From an optimization exercise on the open Yosys and OpenROAD flow, aimed at small area, a short achievable clock period and few clock cycles per item; shortcuts taken in it are not production practice. Only simulation tests tie the RTL to the original design; equivalence was not proved.

==> flow/design.v, too long to show whole: its modules and the start of the top module <==
// module dot9: 4727 lines
// module cnn_top: 313 lines
module cnn_top
#(
    parameter int RELU_SHIFT = 4
)
(
    input  logic            clk,
    input  logic            resetn,
    input  logic            weight_tvalid,
    output logic            weight_tready,
    input  cnn_pkg::pixel_t weight_tdata,
    input  logic            image_tvalid,
    output logic            image_tready,
    input  cnn_pkg::pixel_t image_tdata,
    output logic            result_tvalid,
    input  logic            result_tready,
    output cnn_pkg::acc_t   result_tdata,
    output logic            result_tlast
);
  // ...
==> flow/run.sh <==
#!/bin/bash
# synth_recipe.tcl (not shown) runs the flow's synth.tcl, then flattens the netlist and writes it again
# the make line also repeats each setting of config.mk as NAME=value (left out here)
make -C /OpenROAD-flow-scripts/flow DESIGN_CONFIG=/design/flow/config.mk WORK_HOME=/design/flow/orfs CLKGATE_MAP_FILE= SYNTH_SCRIPT=/design/flow/synth_recipe.tcl finish
==> flow/config.mk <==
export PLATFORM = sky130hd
export DESIGN_NAME = cnn_top
export DESIGN_NICKNAME = cnn_top
export VERILOG_FILES = /design/flow/design.v
export SDC_FILE = /design/flow/constraint.sdc
export NUM_CORES = 4
export LEC_CHECK = 0
export ABC_CLOCK_PERIOD_IN_PS = 4400
export CAP_MARGIN = 20
export CORE_MARGIN = 2
export CORE_UTILIZATION = 55
export CTS_CLUSTER_DIAMETER = 80
export CTS_CLUSTER_SIZE = 24
export SETUP_SLACK_MARGIN = 5
export SLEW_MARGIN = 20
==> flow/constraint.sdc <==
create_clock -name core_clock -period 11.0 [get_ports {clk}]
set_input_delay 2.2000 -clock core_clock [delete_from_list [all_inputs] [get_ports {clk}]]
set_output_delay 2.2000 -clock core_clock [all_outputs]
set_load 0.01 [all_outputs]
==> results.txt, run 1 <==
Synth cell types=68; Detail Route met2 WL=78.9 mm; Hold WC Path Type=reg2reg; Largest regs=ln (320), sr (120); share of the synthesized area in the top cell type=0.348; Routed WL per cell=between 20 and 30 µm; crit end category=output port; multi-input logic area=32400 µm²; Layout Nets=5875; H-Tree Depth=2; postcts setup bufs=0; Post-Layout Cell Count=6247; Top Usage Layer GRT=met2; synthesized-area fraction occupied by and/or/nand/nor cells=0.114; dominant kind of cell by area=multi-input combinational cells; top layer reached by signal wires=met4; routed vias=between 30000 and 40000; Synthesized Nets=5871; Starting Density=0.553; most common cell after layout, fill and taps aside=fa_1; detailed-placement wirelength estimate=136 mm; max-cap viol count=0; multi-input combinational area share=0.490; max-slew violation count=0; outcome=timing/DRC/antenna clean; inverter count=628; RR Startpoint=a0r[3][3]; die area=roughly 120000 µm²; non-clk buf share=0.0111; routability cong.=0.995; Clock Sinks=between 1000 and 1500; Compound-Gate Fraction of Synth Area=0.0157; grt met3 use=0.0451; layout cells sized above 1=0.0477; clk slew on worst S/H paths=90 ps; post-route setup slack=7010 ps; RSZ-0062 raised after global routing=no; placed cell area=64300 µm²; clock buf count=84
Testbench counts, summed over its fixed seeds: cycles 2,472, images 64.
==> inputs of run 2 (changes only) <==
==> flow/flow/run.sh (new file) <==
#!/bin/bash
# The standard layout (standard.sh, unchanged synthesis and steps), with
# one change: the port buffers are buf_2 cells instead of the resizer's
# default choice (a clock delay cell, ~0.6 ns), which shortens every path
# from an input port or to an output port. Every port still gets a buffer.
set -euo pipefail
sed 's|^make -C \([^ ]*\) |make -C \1 BUFFER_PORTS_ARGS="-buffer_cell sky130_fd_sc_hd__buf_2" |' standard.sh > standard_buf.sh
grep -q 'BUFFER_PORTS_ARGS=' standard_buf.sh
bash standard_buf.sh > layout.log 2>&1
==> flow/standard.sh (new file) <==
#!/bin/bash
# synth_recipe.tcl (not shown) runs the flow's synth.tcl, then flattens the netlist and writes it again
# the make line also repeats each setting of config.mk as NAME=value (left out here)
make -C /OpenROAD-flow-scripts/flow DESIGN_CONFIG=/design/flow/config.mk WORK_HOME=/design/flow/orfs CLKGATE_MAP_FILE= SYNTH_SCRIPT=/design/flow/synth_recipe.tcl "${@:-finish}"
removed: flow/run.sh
==> run 2 against run 1 <==
Cell count barely moved. Critical path depth is 5 higher. Critical path type is now reg2reg. Clock skew rose by 10 ps. Clock-buffer cell count down 3. Register-to-register slack better by 60 ps. First-iteration DRC count decreased by 1.3%. Synthesized cell count is the same. Largest cell class unchanged. Fmax grew 5.1%. Wire length is 0.58% higher.
==> results.txt, run 2 <==
outcome=timing/DRC/antenna clean (unchanged); Layout Nets=5876 (was 5875); CTS tree=yes (unchanged); Synth cell types=68 (unchanged); pin count of the biggest net entering global routing=73 (unchanged); Top reg by flops=ln (unchanged); Hold WC Path Type=reg2reg (unchanged); synth warn=6 (unchanged); max_slew headroom=0.271 (was 0.313); Seq/Total Area, Yosys=0.433 (unchanged); Routed WL per cell=27.0 µm (was 26.8 µm); number of buffers created by CTS=57 (was 55); antenna viol nets, final=0 (unchanged); max-slew violation count=0 (unchanged); crit path time final=3800 ps (was 3990 ps); fin crit share=0.345 (was 0.363); most common cell after layout, fill and taps aside=fa_1 (unchanged); die area=116000 µm² (unchanged); first-pass GRT wire length=249 mm (was 248 mm); adder-cell share of the synthesized area=0.364 (unchanged); routability cong.=0.966 (was 0.995); Placeable Area=112000 µm² (unchanged); cell accounting for the most synthesized area=fa_1 (unchanged); vias in the first global route=36871 (was 36693); Mapped Area=62200 µm² (unchanged); asr flop ratio synth=0.0337 (unchanged); vias per cell=5.60 (was 5.59); largest family of logic cells by synthesized area=adder cells (unchanged); DRC=0 (unchanged); GR Overflow Total=0 (unchanged); fmax=0.263 GHz (was 0.251 GHz); Clock Sinks=1010 (unchanged); Mean Syn Cell Area=13.3 µm² (unchanged); Post-Layout Cell Count=6250 (was 6247); RSZ-0062 raised after global routing=no (unchanged); latest clock arrival within the worst-skew pair=740 ps (was 730 ps); CTS resizes=0 (unchanged); Setup violations, final=0 (unchanged); crit end category=register (was output port); Synthesized Nets=5871 (unchanged); Critical Path Fanout Max=9 (was 8); max-cap viol count=0 (unchanged); Ports=57 (unchanged); CP Data Arrival Time=4370 ps (was 1790 ps); Compound-Gate Fraction of Synth Area=0.0157 (unchanged); Hold Buf Count CTS=0 (unchanged); first-iteration detailed-routing DRC count=3502 (was 3547); actual slew at the worst max-slew pin=1080 ps (was 1020 ps); die height=340 µm (unchanged); area growth from synthesis to layout=6.20% (was 6.42%); top cells by area, synth=fa_1, edfxtp_1, dfxtp_1, and2_1, nand2_1 (unchanged); share of the synthesized area in the top cell type=0.348 (unchanged); top_reg_cell synth=edfxtp_1 (unchanged); Largest regs=ln (320), sr (120) (unchanged); Post-synth EDFFs=652 (unchanged); worst clock skew=76.6 ps (was 66.5 ps); synthesized-area fraction occupied by and/or/nand/nor cells=0.114 (unchanged); maximum clock path buffer count=3 (unchanged); postcts setup bufs=0 (unchanged); H-Tree Depth=2 (unchanged); Synth Area in XOR/XNOR=0.00572 (unchanged); Buffers on Ports=56 (unchanged); first-pass detailed-route iteration total=5 (unchanged); Startpoint Class=register (unchanged); cell count after synthesis=4691 (unchanged); Placed Cells incl. Taps=6137 (was 6138); CP Data Required Time=11570 ps (was 8800 ps); multiplexer share of the synthesized area=0.0203 (unchanged); detailed-placement wirelength estimate=136 mm (about the same); clk slew on worst S/H paths=100 ps (was 90 ps); GRT Total Usage=0.303 (was 0.301); Chip Width=340 µm (unchanged); kind of critical path=reg2reg (was reg2out); cell with the most instances after synthesis=fa_1 (unchanged); highest-count cells in the layout ignoring fill and taps=fa_1, nand2_1, edfxtp_1 (unchanged); routed vias=34970 (was 34931); clock root buffer master=clkbuf_16 (unchanged); initial antenna violation count=5 (was 9); Total Routed Length=169 mm (was 168 mm); row cnt=123 (unchanged); FF+latch count, synth=1010 (unchanged); max reg flops=320 (unchanged); commonest cells in the netlist=fa_1, nand2_1, edfxtp_1 (unchanged); Setup TNS=0 ps (unchanged); layout cells sized above 1=0.0607 (was 0.0477); Hold Vio Cnt, Final=0 (unchanged); Starting Density=0.553 (unchanged)
## run 2: cell counts after synthesis
Identical to the previous run, type by type.
## run 2: worst paths after layout
check                           from  slack (ps)  depth (start not counted)      endpoint
setup / recovery           ln[14][6]        7200                          6  u_dot0.r2112
hold / removal             cv_win[1]         330                          0     p1_win[1]
setup reg to reg           ln[14][6]        7200                          6  u_dot0.r2112
hold reg to reg            cv_win[1]         330                          0     p1_win[1]
max in group asynchronous     resetn        8900                          1          pv_r
min in group asynchronous     resetn        1540                          1         ci[0]
## run 2: area by class of cell
type                       instances  area (µm²)
tap                             1500        1880
clock inverter                    27         440
multi-input combinational       2920       32400
clock buffer                      81        1540
antenna                            5        12.5
fill                            9224       46300
timing repair buffer              79         453
inverter                         628        2360
sequential                      1010       26900
## run 2: critical path, cell delays in order, from the launching register on
cell and delay [ps]:
edfxtp_1 910, nand2_1 180, fa_1 540, fa_1 460, fa_1 540, fa_1 580, fa_1 410
## run 2: per-stage QoR
step                      hold WS, ps  worst slack, ps   util  instance area [µm²]
after global routing              340             7040  0.587                66000
after global placement            311             7050  0.570                64000
after detailed placement          312             7030  0.570                64000
final                             333             7200  0.588                66000
after floorplan                   310             6610      -                62200
after CTS                         334             7260  0.587                66000
## run 2: cell families after synthesis
group,Yosys count
compound gates,144
xor+xnor,38
fa+ha+maj,1159
buf+inv,761
flops,1010
mux,100
simple gates,1479
## run 2: metal layers
layer | GRT usage | wire length (µm) | share of wire
met1 | 0.431 | 68700 | 0.41
met2 | 0.475 | 79000 | 0.47
met3 | 0.0614 | 14800 | 0.088
met4 | 0.0962 | 6110 | 0.036
met5 | 0 | 13 | 0.000077
==> inputs of run 3 (changes only) <==
--- a/flow/config.mk
+++ b/flow/config.mk
@@ -9,7 +9,7 @@
 export CAP_MARGIN = 20
 export CORE_MARGIN = 2
 export CORE_UTILIZATION = 55
-export CTS_CLUSTER_DIAMETER = 80
-export CTS_CLUSTER_SIZE = 24
+export CTS_CLUSTER_DIAMETER = 90
+export CTS_CLUSTER_SIZE = 27
 export SETUP_SLACK_MARGIN = 5
 export SLEW_MARGIN = 20
==> run 3 against run 2 <==
Still clean on timing, DRC and antenna. Cell count shrank 0.19%. Core utilization shrank 0.26 points. Synthesized area is the same. Register-to-register slack gained 40 ps. Clock skew shrank 22 ps. Die area is the same. Critical path type unchanged. Critical endpoint is now u_dot0.r2062.
==> results.txt, run 3 <==
outcome=timing/DRC/antenna clean (unchanged); first-pass detailed-route iteration total=6 (was 5); vias per cell=5.59 (was 5.60); Util after Layout=0.585 (was 0.588); vias in the first global route=36753 (was 36871); latest clock arrival within the worst-skew pair=720 ps (was 740 ps); routability cong.=0.966 (unchanged); CP Data Arrival Time=4330 ps (was 4370 ps); Chip Width=340 µm (unchanged); fin crit share=0.341 (was 0.345); routed vias=34877 (was 34970); maximum clock path buffer count=3 (unchanged); die area=116000 µm² (unchanged); post-route setup slack=7240 ps (was 7200 ps); most used cell, CP=fa_1 (unchanged); initial antenna violation count=7 (was 5); synth warn=6 (unchanged); GRT Total Usage=0.302 (was 0.303); Placed Cells incl. Taps=6137 (unchanged); Critical Path Fanout Max=9 (unchanged); Total Routed Length=168 mm (was 169 mm); clock root buffer master=clkbuf_16 (unchanged); Synth cell types=68 (unchanged); CTS resizes=0 (unchanged); layout cells sized above 1=0.0575 (was 0.0607); commonest cells in the netlist=fa_1, nand2_1, edfxtp_1 (unchanged); row cnt=123 (unchanged); Buffers on Ports=56 (unchanged); GR Overflow Total=0 (unchanged); actual slew at the worst max-slew pin=1050 ps (was 1080 ps); detailed-placement wirelength estimate=136 mm (unchanged); fmax=0.266 GHz (was 0.263 GHz); area growth from synthesis to layout=5.73% (was 6.20%); Routed WL per cell=27.0 µm (about the same); share of the synthesized area in the top cell type=0.348 (unchanged); register area=26900 µm² (unchanged); cell count after synthesis=4691 (unchanged); CTS tree=yes (unchanged); Buf/Inv on CP=1 (was 0); largest family of logic cells by synthesized area=adder cells (unchanged); synthesized-area fraction occupied by and/or/nand/nor cells=0.114 (unchanged); Post-synth EDFFs=652 (unchanged); top_reg_cell synth=edfxtp_1 (unchanged); Ports=57 (unchanged); max_slew headroom=0.289 (was 0.271); CP top delay family=adder cells (unchanged); Synthesized Nets=5871 (unchanged); Placeable Area=112000 µm² (unchanged); FF+latch count, synth=1010 (unchanged); Mean Syn Cell Area=13.3 µm² (unchanged); postcts setup bufs=0 (unchanged); Post-Layout Cell Count=6238 (was 6250); Top Usage Layer GRT=met2 (unchanged); asr flop ratio synth=0.0337 (unchanged); grt met3 use=0.0578 (was 0.0614); met2 Track Usage GR=0.475 (about the same); Hold Buf Count CTS=0 (unchanged); Setup TNS=0 ps (unchanged); die height=340 µm (unchanged); max-cap viol count=0 (unchanged); Hold Vio Cnt, Final=0 (unchanged); Startpoint Class=register (unchanged); crit end category=register (unchanged); pin count of the biggest net entering global routing=73 (unchanged); top cells by area, synth=fa_1, edfxtp_1, dfxtp_1, and2_1, nand2_1 (unchanged); pre-CTS setup slack=7030 ps (unchanged); max-slew violation count=0 (unchanged); multi-input logic area=32400 µm² (about the same); most common cell after layout, fill and taps aside=fa_1 (unchanged); CP peak stage delay=740 ps (was 910 ps); crit path time final=3760 ps (was 3800 ps); first-iteration detailed-routing DRC count=3462 (was 3502); Setup violations, final=0 (unchanged); H-Tree Depth=2 (unchanged); Compound-Gate Fraction of Synth Area=0.0157 (unchanged); Hold WC Path Type=reg2reg (unchanged); cell with the most instances after synthesis=fa_1 (unchanged); Largest regs=ln (320), sr (120) (unchanged); DRC=0 (unchanged); Clock Sinks=1010 (unchanged); max reg flops=320 (unchanged); worst-path cell chain=and2_1 -> fa_1 -> inv_1 -> fa_1 -> fa_1 -> fa_1 -> fa_1 (was nand2_1 -> fa_1 -> fa_1 -> fa_1 -> fa_1 -> fa_1); highest-count cells in the layout ignoring fill and taps=fa_1, nand2_1, edfxtp_1 (unchanged); multiplexer share of the synthesized area=0.0203 (unchanged); Layout Nets=5869 (was 5876); Starting Density=0.553 (unchanged); adder-cell share of the synthesized area=0.364 (unchanged); first-pass GRT wire length=249 mm (about the same); clk slew on worst S/H paths=100 ps (about the same); Synth Area in XOR/XNOR=0.00572 (unchanged); fillers=9248 (was 9224); number of buffers created by CTS=50 (was 57); kind of critical path=reg2reg (unchanged); cell accounting for the most synthesized area=fa_1 (unchanged); CP Data Required Time=11570 ps (about the same); Top reg by flops=ln (unchanged); Mapped Area=62200 µm² (unchanged); Seq/Total Area, Yosys=0.433 (unchanged); antenna viol nets, final=0 (unchanged); worst clock skew=54.6 ps (was 76.6 ps); slowest CP cell=edfxtp_1 (unchanged); RSZ-0062 raised after global routing=no (unchanged); met1 usage=0.432 (was 0.431)
run 3: changes by cell type in the layout (fill, tap and decap cells not counted), sizes merged:
cell	change
bufinv	-2
clkbuf	-6
inv	-6
diode	+2
run 3: per-stage QoR:
stage	hold WS, ps	cell area, µm²
after floorplan	310	62200
after global placement	311	64000
after CTS	336	65700
after detailed placement	312	64000
after global routing	340	65700
final	334	65700
run 3: final timing paths:
kind,from,endpoint,slack (ps),depth (start not counted)
worst max-delay path,ln[9][5],u_dot0.r2062,7240,7
worst min-delay path,p2_win[0],s1_win[0],330,0
worst max register to register,ln[9][5],u_dot0.r2062,7240,7
worst min register to register,p2_win[0],s1_win[0],330,0
max in group asynchronous,resetn,pv_r,8890,1
min in group asynchronous,resetn,cwok,1550,1
run 3: cell families (layout without fill, tap and decap cells):
kind of cell               Yosys count  in the layout
and+or+nand+nor                   1479           1479
adders and majority gates         1159           1159
DFF                               1010           1010
buffers and inverters              761            801
AOI/OAI and AO/OA                  144            144
muxes                              100            100
xor gates and xnor gates            38             38
other                                0              7
run 3: final cells by class:
| cell class | count | area share |
|---|---|---|
| flip-flops and latches | 1010 | 0.410 |
| clock inverters | 19 | 0.00522 |
| well taps | 1500 | 0.0286 |
| multi-input cells | 2920 | 0.493 |
| clock buffers | 75 | 0.0205 |
| inverters | 628 | 0.0359 |
| diodes | 7 | 0.000267 |
| repair buffers | 79 | 0.00689 |
run 3: per-layer routing:
layer	share of wire	up-vias
met5	0.00015	-
met4	0.036	4
met3	0.086	326
met2	0.47	1523
met1	0.41	18486
li1	-	14538
==> inputs of run 4 (changes only) <==
==> flow/flow/run.sh (replaced) <==
#!/bin/bash
# The standard layout (standard.sh, unchanged synthesis and steps), with
# two changes: the port buffers are buf_2 cells instead of the resizer's
# default choice (a clock delay cell, ~0.6 ns), which shortens every path
# from an input port or to an output port (every port still gets a buffer);
# and timing repair aims for more setup margin than config.mk may ask for.
set -euo pipefail
sed -e 's|^make -C \([^ ]*\) |make -C \1 BUFFER_PORTS_ARGS="-buffer_cell sky130_fd_sc_hd__buf_2" |' \
    -e 's| SETUP_SLACK_MARGIN=5 | SETUP_SLACK_MARGIN=7.4 |' standard.sh > standard_buf.sh
grep -q 'BUFFER_PORTS_ARGS=' standard_buf.sh
grep -q 'SETUP_SLACK_MARGIN=7.4' standard_buf.sh
bash standard_buf.sh > layout.log 2>&1
--- a/flow/config.mk
+++ b/flow/config.mk
@@ -9,7 +9,7 @@
 export CAP_MARGIN = 20
 export CORE_MARGIN = 2
 export CORE_UTILIZATION = 55
-export CTS_CLUSTER_DIAMETER = 90
-export CTS_CLUSTER_SIZE = 27
+export CTS_CLUSTER_DIAMETER = 80
+export CTS_CLUSTER_SIZE = 24
 export SETUP_SLACK_MARGIN = 5
 export SLEW_MARGIN = 20
==> run 4 against run 3 <==
Still clean. Setup slack better by 170 ps. Non-clock buffer count increased by 234. Clock skew fell by 13 ps.
==> results.txt, run 4 <==
outcome=timing/DRC/antenna clean (unchanged); Setup TNS=0 ps (unchanged); Setup violations, final=0 (unchanged); R2R Path End=u_dot0.r2047 (was u_dot0.r2062); kind of critical path=reg2out (was reg2reg); Synth cell types=68 (unchanged); actual slew at the worst max-slew pin=1200 ps (was 1050 ps); clock root buffer master=clkbuf_16 (unchanged); r2r setup slk=7430 ps (was 7240 ps); vias in the first global route=37027 (was 36753); worst clock skew=41.9 ps (was 54.6 ps); antenna viol nets, final=0 (unchanged); Chip Width=340 µm (unchanged); maximum clock path buffer count=3 (unchanged); Ports=57 (unchanged); clk slew on worst S/H paths=90 ps (was 100 ps); Worst Hold Slack=333 ps (was 334 ps); cell accounting for the most synthesized area=fa_1 (unchanged); die area=116000 µm² (unchanged); share of the synthesized area in the top cell type=0.348 (unchanged); initial antenna violation count=12 (was 7); asr flop ratio synth=0.0337 (unchanged); FF+latch count, synth=1010 (unchanged); cell count after synthesis=4691 (unchanged); fmax=0.279 GHz (was 0.266 GHz); row cnt=123 (unchanged); CP peak stage delay=510 ps (was 740 ps); GR Overflow Total=0 (unchanged); CP top delay family=flip-flops (was adder cells); area growth from synthesis to layout=10.5% (was 5.73%); Mapped Area=62200 µm² (unchanged); RSZ-0062 raised after global routing=yes (was no); most common cell after layout, fill and taps aside=fa_1 (unchanged); number of buffers created by CTS=56 (was 50); die height=340 µm (unchanged); latest clock arrival within the worst-skew pair=720 ps (about the same); CTS tree=yes (unchanged); Levels on crit path=1 (was 7); fillers=8909 (was 9248); max reg flops=320 (unchanged); first-pass GRT wire length=252 mm (was 249 mm); commonest cells in the netlist=fa_1, nand2_1, edfxtp_1 (unchanged); first-pass detailed-route iteration total=6 (unchanged); Synthesized Nets=5871 (unchanged); GRT Total Usage=0.306 (was 0.302); Largest regs=ln (320), sr (120) (unchanged); H-Tree Depth=2 (unchanged); Hold Vio Cnt, Final=0 (unchanged); max-slew violation count=0 (unchanged); layout cells sized above 1=0.110 (was 0.0575); cell with the most instances after synthesis=fa_1 (unchanged); Hold WC Path Type=reg2reg (unchanged); Layout Nets=6109 (was 5869); Mean Syn Cell Area=13.3 µm² (unchanged); R2R depth=7 (unchanged); RR Startpoint=a0r[6][0] (was ln[9][5]); crit path time final=3590 ps (was 3760 ps); synth warn=6 (unchanged); post-route setup slack=7410 ps (was 7240 ps); Hold Buf Count CTS=0 (unchanged); crit end category=output port (was register); routed vias=35683 (was 34877); pre-CTS setup slack=7090 ps (was 7030 ps); fin crit share=0.326 (was 0.341); crit path capture=result_tdata[19] (was u_dot0.r2062); Clock Sinks=1010 (unchanged); Routed WL per cell=26.5 µm (was 27.0 µm); pin count of the biggest net entering global routing=73 (unchanged); Top reg by flops=ln (unchanged); Buffers on Ports=56 (unchanged); max-cap viol count=0 (unchanged); Startpoint Class=register (unchanged); CP Data Arrival Time=1390 ps (was 4330 ps); Starting Density=0.553 (unchanged); first-iteration detailed-routing DRC count=3805 (was 3462); slowest CP cell=edfxtp_1 (unchanged); max_slew headroom=0.199 (was 0.289); Buf/Inv on CP=1 (unchanged); Post-synth EDFFs=652 (unchanged); DRC=0 (unchanged); worst-path cell chain=buf_2 (was and2_1 -> fa_1 -> inv_1 -> fa_1 -> fa_1 -> fa_1 -> fa_1); Total Routed Length=171 mm (was 168 mm); CP Data Required Time=8800 ps (was 11570 ps); top cells by area, synth=fa_1, edfxtp_1, dfxtp_1, and2_1, nand2_1 (unchanged); top_reg_cell synth=edfxtp_1 (unchanged); Seq/Total Area, Yosys=0.433 (unchanged); Placeable Area=112000 µm² (unchanged); highest-count cells in the layout ignoring fill and taps=fa_1, nand2_1, edfxtp_1 (unchanged); Critical Path Fanout Max=8 (was 9); detailed-placement wirelength estimate=138 mm (was 136 mm); CP Launch Point=rdata[17] (was ln[9][5]); routability cong.=0.965 (was 0.966); vias per cell=5.51 (was 5.59)
-- run 4: cell counts after synthesis --
No cell type changed its count.
-- run 4: per-stage QoR --
stage | util | cell area (µm²) | instances
after floorplan | - | 62200 | 4691
after global placement | 0.570 | 64000 | 6140
after detailed placement | 0.570 | 64000 | 6140
after CTS | 0.598 | 67200 | 6337
after global routing | 0.612 | 68700 | 6477
final | 0.612 | 68700 | 6479
-- run 4: cell type report --
type	count	area, µm²	share of cell area
Antenna cell	2	5.00	0.0000728
Clock buffer	82	1560	0.0227
Clock inverter	24	284	0.00413
Inverter	628	2360	0.0343
Multi-Input combinational cell	2920	32500	0.473
Sequential cell	1010	26900	0.392
Tap cell	1500	1880	0.0273
Timing Repair Buffer	313	3220	0.0469
-- run 4: how the worst min path moves through the flow --
stage / start / endpoint / cells past startpoint
after floorplan: f0_first / cv_first / 0
after global placement: f0_first / cv_first / 0
after detailed placement: f0_last / cv_last / 0
after CTS: cv_win[0] / p1_win[0] / 0
after global routing: p1_first / p2_first / 0
final: p2_last / s1_last / 0
-- run 4: logic make-up after synthesis --
logic type      after synthesis  synth area share
fa+ha+maj                  1159             0.364
xor+xnor                     38           0.00572
simple gates               1479             0.114
buf+inv                     761            0.0470
compound gates              144            0.0157
mux                         100            0.0203
flops                      1010             0.433
-- run 4: repair_timing --
item | CTS | global route
buffers inserted | 91 | 140
setup endpoints to repair | 67 | 132
pin swaps | 0 | 5
resized for setup | 2 | 27
-- run 4: routing by layer --
metal / routed length (µm) / share of wire / GRT usage
met1: 70300 / 0.41 / 0.448
met2: 79600 / 0.46 / 0.475
met3: 16100 / 0.094 / 0.0603
met4: 5420 / 0.032 / 0.0821
met5: 60 / 0.00035 / 0
==> inputs of run 5 (changes only) <==
--- a/flow/config.mk
+++ b/flow/config.mk
@@ -9,7 +9,7 @@
 export CAP_MARGIN = 20
 export CORE_MARGIN = 2
 export CORE_UTILIZATION = 55
-export CTS_CLUSTER_DIAMETER = 80
-export CTS_CLUSTER_SIZE = 24
+export CTS_CLUSTER_DIAMETER = 90
+export CTS_CLUSTER_SIZE = 27
 export SETUP_SLACK_MARGIN = 5
 export SLEW_MARGIN = 20
==> run 5 against run 4 <==
Fmax shrank 0.38%. Setup slack worse by 14 ps. Flip-flop and latch count unchanged. Critical path depth unchanged. Global-route usage is 0.051 points higher. Cell count increased by 0.56%. Synthesized area did not move. Sequential share of layout area fell by 0.10 points. Largest cell class unchanged. Core utilization is 0.17 points higher. Via count increased by 0.54%.
==> results.txt, run 5 <==
outcome=timing/DRC/antenna clean (unchanged); Synthesized Nets=5871 (unchanged); fmax=0.278 GHz (was 0.279 GHz); max_slew headroom=0.149 (was 0.199); Design Area, Final=68900 µm² (was 68700 µm²); GRT Total Usage=0.307 (was 0.306); Post-synth EDFFs=652 (unchanged); RSZ-0062 raised after global routing=yes (unchanged); Hold Vio Cnt, Final=0 (unchanged); highest-count cells in the layout ignoring fill and taps=fa_1, nand2_1, edfxtp_1 (unchanged); top_reg_cell synth=edfxtp_1 (unchanged); most common cell after layout, fill and taps aside=fa_1 (unchanged); latest clock arrival within the worst-skew pair=740 ps (was 720 ps); Buf/Inv on CP=1 (unchanged); Hold Buf Count CTS=0 (unchanged); kind of critical path=reg2out (unchanged); Worst Hold Slack=331 ps (was 333 ps); cell accounting for the most synthesized area=fa_1 (unchanged); Levels on crit path=1 (unchanged); Mapped Area=62200 µm² (unchanged); detailed-placement wirelength estimate=138 mm (unchanged); layout cells sized above 1=0.119 (was 0.110); worst clock skew=70.4 ps (was 41.9 ps); slowest CP cell=edfxtp_1 (unchanged); Util after Layout=0.613 (was 0.612); crit path capture=result_tdata[19] (unchanged); initial antenna violation count=8 (was 12); fin crit share=0.327 (was 0.326); Chip Width=340 µm (unchanged); maximum clock path buffer count=3 (unchanged); cell with the most instances after synthesis=fa_1 (unchanged); Layout Nets=6148 (was 6109); max-cap viol count=0 (unchanged); area growth from synthesis to layout=10.8% (was 10.5%); routability cong.=0.965 (unchanged); Startpoint Class=register (unchanged); Setup violations, final=0 (unchanged); Placeable Area=112000 µm² (unchanged); top cells by area, synth=fa_1, edfxtp_1, dfxtp_1, and2_1, nand2_1 (unchanged); R2R depth=7 (unchanged); placed cell area=64000 µm² (unchanged); FF+latch count, synth=1010 (unchanged); Total Routed Length=173 mm (was 171 mm); Routed WL per cell=26.5 µm (about the same); register area=26900 µm² (about the same); Compound-Gate Fraction of Synth Area=0.0157 (unchanged); clock root buffer master=clkbuf_16 (unchanged); clk slew on worst S/H paths=110 ps (was 90 ps); synth warn=6 (unchanged); routed vias=35874 (was 35683); multiplexer share of the synthesized area=0.0203 (unchanged); Seq/Total Area, Yosys=0.433 (unchanged); commonest cells in the netlist=fa_1, nand2_1, edfxtp_1 (unchanged); max-slew violation count=0 (unchanged); Top reg by flops=ln (unchanged); cell count after synthesis=4691 (unchanged); RR Startpoint=a0r[6][3] (was a0r[6][0]); Synth cell types=68 (unchanged); Starting Density=0.553 (unchanged); synthesized-area fraction occupied by and/or/nand/nor cells=0.114 (unchanged); Buffers on Ports=56 (unchanged); Synth Area in XOR/XNOR=0.00572 (unchanged); CP top delay family=flip-flops (unchanged); Critical Path Fanout Max=8 (unchanged); first-pass detailed-route iteration total=5 (was 6); row cnt=123 (unchanged); first-pass GRT wire length=253 mm (was 252 mm); die height=340 µm (unchanged); adder-cell share of the synthesized area=0.364 (unchanged); max reg flops=320 (unchanged); first-iteration detailed-routing DRC count=3660 (was 3805); crit end category=output port (unchanged); CP Data Required Time=8800 ps (about the same); CP Data Arrival Time=1400 ps (was 1390 ps); CP peak stage delay=510 ps (about the same); CTS tree=yes (unchanged); Hold WC Path Type=reg2reg (unchanged); r2r setup slk=7440 ps (was 7430 ps); Ports=57 (unchanged); multi-input logic area=32500 µm² (about the same); fillers=8901 (was 8909); antenna viol nets, final=0 (unchanged); DRC=0 (unchanged); R2R Path End=u_dot0.r2070 (was u_dot0.r2047); actual slew at the worst max-slew pin=1270 ps (was 1200 ps); Setup TNS=0 ps (unchanged); CP Launch Point=rdata[17] (unchanged); crit path time final=3600 ps (was 3590 ps); Largest regs=ln (320), sr (120) (unchanged); vias in the first global route=37184 (was 37027); H-Tree Depth=2 (unchanged); share of the synthesized area in the top cell type=0.348 (unchanged); Mean Syn Cell Area=13.3 µm² (unchanged); pin count of the biggest net entering global routing=73 (unchanged); number of buffers created by CTS=49 (was 56); asr flop ratio synth=0.0337 (unchanged); vias per cell=5.51 (about the same); worst-path cell chain=buf_2 (unchanged); GR Overflow Total=0 (unchanged); Clock Sinks=1010 (unchanged); die area=116000 µm² (unchanged); largest family of logic cells by synthesized area=adder cells (unchanged)
==> run 5: cell counts after synthesis <==
No cell type changed its count.
==> run 5: final cells by class <==
type,count,share of cell area
multi-input combinational,2920,0.472
sequential,1010,0.391
timing repair buffer,359,0.0519
inverter,628,0.0342
tap,1500,0.0272
clock buffer,74,0.0193
clock inverter,18,0.00430
antenna,6,0.000218
==> run 5: metal layers <==
metal	vias up	GRT usage	part of all wire
met2	1570	0.476	0.46
li1	15089	-	-
met3	269	0.0641	0.098
met4	4	0.0852	0.034
met1	18942	0.446	0.40
met5	-	0	0.000081
==> run 5: worst min-delay path by stage <==
stage,startpoint,endpoint,slack [ps],cells after the start
floorplan,f0_first,cv_first,310,0
global placement,f0_first,cv_first,310,0
detailed placement,f0_last,cv_last,310,0
CTS,cv_win[0],p1_win[0],330,0
global route,p1_first,p2_first,340,0
finish,cv_win[0],p1_win[0],330,0
==> run 5: cell families (layout without fill, tap and decap cells) <==
kind of cell	after synthesis	in the layout
xor gates and xnor gates	38	38
AOI/OAI and AO/OA	144	144
DFF	1010	1010
buffers and inverters	761	1079
and+or+nand+nor	1479	1479
other	0	6
adders and majority gates	1159	1159
muxes	100	100
==> run 5: through the flow <==
stage / cells / setup WS [ps]
4_1_cts: 6359 / 7340
2_1_floorplan: 4691 / 7430
6_report: 6515 / 7400
3_5_place_dp: 6140 / 7090
3_3_place_gp: 6140 / 7080
5_1_grt: 6509 / 7320
==> run 5: timing repair <==
| item | 4_1_cts | 5_1_grt |
|---|---|---|
| setup buffers | 127 | 150 |
| pin swaps | 0 | 10 |
| setup endpoints to repair | 100 | 126 |
| gates resized for setup | 3 | 46 |

==> afterwards: timing with drivers on the ports <==
How much do the figures lean on ideal ports? The routed layouts below were timed once more, with nothing changed but the port constraints.
Step 1, drivers: a clkbuf_16 drives clk and a buf_2 each remaining input, both assumed.
Step 2, shift: input delay + t, output delay - t, t = (earliest + latest rising clock arrival at the registers) / 2. This alone moves slack from input paths to output paths.
a / b / c = ideal ports / drivers / drivers and shift; a / b = the first two.
| run | shift t [ns] | setup WS [ns] | slew at the worst register clock pin (ns) | worst slew at a driven data input, ns |
|---|---|---|---|---|
| run 1 | 0.770 | 7.009 / 6.935 / 6.700 | 0.10 / 0.10 | 0.03 |
| run 2 | 0.784 | 7.203 / 7.203 / 7.084 | 0.11 / 0.11 | 0.03 |
| run 3 | 0.766 | 7.244 / 7.244 / 7.079 | 0.11 / 0.11 | 0.03 |
| run 4 | 0.770 | 7.412 / 7.340 / 7.112 | 0.10 / 0.10 | 0.03 |
| run 5 | 0.774 | 7.399 / 7.327 / 7.130 | 0.12 / 0.12 | 0.03 |
After both steps every run listed still meets setup and hold. For run 1, which loses most, drivers alone change the setup slack by -0.074 ns; drivers and shift together by -0.309 ns.
